From an optimization exercise on the open Yosys and OpenROAD flow, aimed at small area; shortcuts taken in it are not production practice. In this exercise RTL edits were held to simulation tests only and were not proved equivalent to the original. No activity file was given, so power comes from the tool's default toggle rates.

==> exp/pepper: inputs <==
Design ld_dma_top, start of the top module:
module ld_dma_top (
    input  logic                                                  clk,
    input  logic                                                  reset,
    input  logic [1:0]                                            cfg_ld_dma_mode,
    input  logic [ld_dma_pkg::QUEUE_DEPTH*ld_dma_pkg::HEADER_WIDTH-1:0] cfg_ld_dma_header,
    input  logic                                                  strm_start_pulse,
    output logic [ld_dma_pkg::RDRQ_WIDTH-1:0]                     rdrq_packet,
    input  logic [ld_dma_pkg::RDRS_WIDTH-1:0]                     rdrs_packet,
    output logic [ld_dma_pkg::CGRA_DATA_WIDTH-1:0]                stream_data_g2f,
    output logic                                                  stream_data_valid_g2f,
    output logic                                                  stream_g2f_done_pulse,
    output logic [ld_dma_pkg::QUEUE_DEPTH-1:0]                    cfg_load_dma_invalidate_pulse
);
    localparam int HW = ld_dma_pkg::HEADER_WIDTH;
    localparam int VB = ld_dma_pkg::HDR_VALID_BIT;
    localparam int CW = ld_dma_pkg::MAX_NUM_WORDS_WIDTH;
    logic [1:0]      valid_d1;
    logic [1:0]      hv;
    logic [1:0]      loaded;
    logic [VB-1:0]   hd0, hd1;
    logic            q_sel;
    logic [1:0]      valid_rise;
  ...
==> flow/config.mk <==
export PLATFORM = sky130hd
export DESIGN_NAME = ld_dma_top
export DESIGN_NICKNAME = ld_dma_top
export VERILOG_FILES = /design/flow/design.v
export SDC_FILE = /design/flow/constraint.sdc
export NUM_CORES = 4
export LEC_CHECK = 0
export CAP_MARGIN = 20
export CORE_MARGIN = 2
export CORE_UTILIZATION = 40
export SLEW_MARGIN = 20
==> flow/constraint.sdc <==
create_clock -name core_clock -period 10.0 [get_ports {clk}]
set_input_delay 2.0000 -clock core_clock [delete_from_list [all_inputs] [get_ports {clk}]]
set_output_delay 2.0000 -clock core_clock [all_outputs]
set_load 0.01 [all_outputs]
standard.sh (not shown) runs the stock make flow with config.mk's settings and CLKGATE_MAP_FILE= SYNTH_SCRIPT=/design/flow/synth_recipe.tcl, a recipe that flattens the netlist after the stock synthesis.
==> flow/flow/run.sh <==
#!/bin/bash
# Own layout flow: the standard synthesis, then an area-oriented re-mapping of the gates
# between the flip-flops (the flip-flops themselves are kept as synthesized), then the standard flow's
# standard layout with the smallest buffer on every port and a clock tree of small buffers
# without dummy loads. Each tool's full output goes to its own log file in this folder;
# every ORFS step also keeps its own log under orfs/logs/.
set -euo pipefail
export BUFFER_PORTS_ARGS="-buffer_cell sky130_fd_sc_hd__buf_1"
export CTS_ARGS="-sink_clustering_enable -repair_clock_nets -sink_clustering_size 10 -sink_clustering_max_diameter 40 -buf_list sky130_fd_sc_hd__clkbuf_4 -dont_use_dummy_load"
R=orfs/results/${FLOW_PLATFORM:-sky130hd}/ld_dma_top/base
bash standard.sh synth > flow_synth.log 2>&1
cp $R/1_2_yosys.v std_1_2_yosys.v
bash flow/remap.sh std_1_2_yosys.v remapped.v ${FLOW_TOP:-ld_dma_top} > remap.log 2>&1
cp remapped.v $R/1_2_yosys.v
bash standard.sh > flow_make.log 2>&1
==> flow/flow/remap.ys <==
# Area-oriented re-mapping of the combinational logic of the standard synthesis netlist.
# The flip-flops (and tie cells) stay as the instances the standard synthesis made, with
# the same names and cell types; only the gates between them are mapped again by ABC.
read_liberty -wb -ignore_miss_func {LIB}
read_verilog -defer {IN}
hierarchy -top {TOP}
setattr -mod -set keep_hierarchy 1 =sky130_fd_sc_hd__df* =sky130_fd_sc_hd__edf* =sky130_fd_sc_hd__sdf* =sky130_fd_sc_hd__conb*
flatten -wb
blackbox =sky130_fd_sc_hd__df* =sky130_fd_sc_hd__edf* =sky130_fd_sc_hd__sdf* =sky130_fd_sc_hd__conb*
opt -purge
techmap
opt -fast
abc -liberty {LIB} {DONTUSE} -script {SCRIPT}
opt_clean -purge
splitnets
opt_clean -purge
hilomap -singleton -hicell sky130_fd_sc_hd__conb_1 HI -locell sky130_fd_sc_hd__conb_1 LO
insbuf -buf sky130_fd_sc_hd__buf_4 A X
opt_clean -purge
stat -liberty {LIB}
blackbox =sky130_fd_sc_hd__*
write_verilog -noattr -nohex -nodec {OUT}
Other scripts of this flow, unchanged in this note and not shown: flow/flow/remap.abc, flow/flow/remap.sh
==> exp/nickel: changes against exp/pepper <==
--- a/flow/design.v
+++ b/flow/design.v
@@ -110,32 +110,31 @@
     end
     assign done_pulse = last_word & word_active;
     assign cnt_le1    = (cnt[CW-1:1] == '0);
     always_ff @(posedge clk or posedge reset) begin
         if (reset) begin
             start_pulse <= 1'b0;
             run_state   <= 1'b0;
             word_active <= 1'b0;
-            first       <= 1'b0;
         end else begin
             start_pulse <= ~start_pulse & start_next;
-            first       <= start_pulse;
             if (start_pulse)     run_state <= 1'b1;
             else if (done_pulse) run_state <= 1'b0;
             if (start_pulse) begin
                 word_active <= 1'b1;
             end else if (run_state && !done_pulse) begin
                 if (cur_inactive == '0) word_active <= 1'b1;
                 else if (cnt_le1)       word_active <= ~word_active;
             end else begin
                 word_active <= 1'b0;
             end
         end
     end
+    always_ff @(posedge clk) first <= start_pulse;
     always_ff @(posedge clk) begin
         if (start_pulse) begin
             cnt <= cur_active;
         end else if (run_state && !done_pulse) begin
             if (cur_inactive == '0) begin
                 if (!word_active) cnt <= '0;
             end else if (cnt_le1) begin
                 cnt <= word_active ? cur_inactive : cur_active;
@@ -151,54 +150,58 @@
     logic          at_end0, at_end1;
     logic [15:1]   add_a;
     logic [CW-1:0] add_b;
     logic [15:1]   next_addr;
     logic          rd_en_q;
     assign at_end0   = (c0[CW-1:1] == '0);
     assign at_end1   = (c1[CW-1:1] == '0);
     assign last_word = at_end0 & at_end1;
-    assign add_a     = use_base ? base : req_addr[15:1];
-    assign add_b     = use_base ? s1_q : s0_q;
+    assign add_a     = start_pulse ? cur_start[15:1] : use_base ? base : req_addr[15:1];
+    assign add_b     = start_pulse ? '0 : use_base ? s1_q : s0_q;
     assign next_addr = add_a + 15'(add_b);
     always_ff @(posedge clk) begin
         if (start_pulse) begin
             r0_q <= cur_r0;
             s0_q <= cur_s0;
             s1_q <= cur_s1;
             c0   <= cur_r0;
             c1   <= cur_r1;
-            base <= cur_start[15:1];
-            req_addr <= cur_start;
+            base <= next_addr;
+            req_addr <= {next_addr, cur_start[0]};
         end else if (word_active) begin
             c0 <= at_end0 ? r0_q : c0 - 1'b1;
             if (at_end0) c1 <= c1 - 1'b1;
             use_base <= at_end0;
             if (!first) begin
                 req_addr[15:1] <= next_addr;
                 if (use_base) base <= next_addr;
             end
         end
     end
     logic [5:0]  vpipe;
-    logic [9:0]  done_dly;
+    logic [5:0]  done_dly;
+    logic [2:0]  done_left;   
     logic [4:0][1:0] sel_dly;
     logic [63:0] row_cache;
     always_ff @(posedge clk or posedge reset) begin
         if (reset) begin
             rd_en_q  <= 1'b0;
             vpipe    <= '0;
             done_dly <= '0;
+            done_left <= '0;
         end else begin
             rd_en_q  <= word_active & (first | (next_addr[15:3] != req_addr[15:3]));
             vpipe    <= {vpipe[4:0], word_active};
-            done_dly <= {done_dly[8:0], done_pulse};
+            done_dly <= {done_dly[4:0], done_pulse};
+            if (done_dly[5])            done_left <= 3'd4;
+            else if (done_left != '0)   done_left <= done_left - 1'b1;
         end
     end
     always_ff @(posedge clk) begin
         sel_dly <= {sel_dly[3:0], req_addr[2:1]};
         if (rdrs_packet[64]) row_cache <= rdrs_packet[63:0];
     end
     assign rdrq_packet           = {rd_en_q, req_addr};
     assign stream_data_valid_g2f = vpipe[5];
     assign stream_data_g2f       = row_cache[sel_dly[4]*16 +: 16];
-    assign stream_g2f_done_pulse = |done_dly[9:6];
+    assign stream_g2f_done_pulse = (done_left != '0);
 endmodule
==> flow/flow/run.sh (replaced) <==
#!/bin/bash
# Own layout flow: the standard synthesis, then an area-oriented re-mapping of the gates
# between the flip-flops (the flip-flops themselves are kept as synthesized), then the standard flow's
# standard layout with the smallest buffer on every port and a clock tree of small buffers
# without dummy loads. Each tool's full output goes to its own log file in this folder;
# every ORFS step also keeps its own log under orfs/logs/.
set -euo pipefail
export BUFFER_PORTS_ARGS="-buffer_cell sky130_fd_sc_hd__buf_1"
export CTS_ARGS="-sink_clustering_enable -repair_clock_nets -sink_clustering_size 18 -sink_clustering_max_diameter 50 -buf_list {sky130_fd_sc_hd__clkbuf_4 sky130_fd_sc_hd__clkbuf_8} -dont_use_dummy_load"
R=orfs/results/${FLOW_PLATFORM:-sky130hd}/ld_dma_top/base
bash standard.sh synth > flow_synth.log 2>&1
cp $R/1_2_yosys.v std_1_2_yosys.v
bash flow/remap.sh std_1_2_yosys.v remapped.v ${FLOW_TOP:-ld_dma_top} > remap.log 2>&1
cp remapped.v $R/1_2_yosys.v
bash standard.sh > flow_make.log 2>&1
==> flow/flow/remap.ys (replaced) <==
# Area-oriented re-mapping of the combinational logic of the standard synthesis netlist.
# The flip-flops (and tie cells) stay as the instances the standard synthesis made, with
# the same names and cell types; only the gates between them are mapped again by ABC.
read_liberty -wb -ignore_miss_func {LIB}
read_verilog -defer {IN}
hierarchy -top {TOP}
setattr -mod -set keep_hierarchy 1 =sky130_fd_sc_hd__df* =sky130_fd_sc_hd__edf* =sky130_fd_sc_hd__sdf* =sky130_fd_sc_hd__conb*
flatten -wb
rename -hide w:_*_.*
blackbox =sky130_fd_sc_hd__df* =sky130_fd_sc_hd__edf* =sky130_fd_sc_hd__sdf* =sky130_fd_sc_hd__conb*
opt -purge
techmap
opt -fast
abc -liberty {LIB} {DONTUSE} -script {SCRIPT}
opt_clean -purge
splitnets
opt_clean -purge
hilomap -singleton -hicell sky130_fd_sc_hd__conb_1 HI -locell sky130_fd_sc_hd__conb_1 LO
insbuf -buf sky130_fd_sc_hd__buf_1 A X
opt_clean -purge
stat -liberty {LIB}
blackbox =sky130_fd_sc_hd__*
write_verilog -noattr -nohex -nodec {OUT}
Settings changed: CAP_MARGIN 20 to 10, CORE_UTILIZATION 40 to 65, SLEW_MARGIN 20 to 10.
==> results by group <==
Outcome
  • Status: no timing/DRC/antenna violations

Critical path
  • Worst-path maximum fanout: between 60 and 70
  • Worst r2r path cells: 27

Logic synthesis
  • Mapped Area: approximately 14000 um2

Final layout
  • #MultiIn Comb: roughly 450
  • Multi-input gate area: 2930 um2
  • Register Area: roughly 11000 um2

Power
  • Peak VDD IR: between 0.1 and 0.15 mV
-- figures above: exp/nickel

==> results by group <==
Final layout
  • Non-clock buffers: between 200 and 300
  • Final Util: 46.4%
  • Register Area: between 10000 and 15000 um2
  • Multi-input gate area: about 3100 um2
  • #MultiIn Comb: 480

STA
  • Post-route minimum period: just under 5 ns

Critical path
  • Worst r2r path cells: 25
  • Worst-path maximum fanout: 42

Outcome
  • Status: no timing/DRC/antenna violations

Power
  • Peak VDD IR: approximately 0.12 mV
-- figures above: exp/pepper

[what the ideal ports hide]
How much do the figures lean on ideal ports? The routed layouts below were timed once more, with nothing changed but the port constraints. Step 1 assumes that a clkbuf_16 drives the clock port and a buf_2 every other input. Step 2, shift: input delay + t, output delay - t, t = (earliest + latest rising clock arrival at the registers) / 2. This alone moves slack from input paths to output paths. a / b / c = ideal / step 1 / step 2; a / b = the first two.
| run | t, ns | setup WS [ns] | worst setup path at the end |
|---|---|---|---|
| exp/pepper | 0.776 | 5.146 / 5.146 / 5.146 | register to register |
| exp/nickel | 0.573 | 4.115 / 4.115 / 4.115 | register to register |
After both steps every run listed still meets setup and hold.
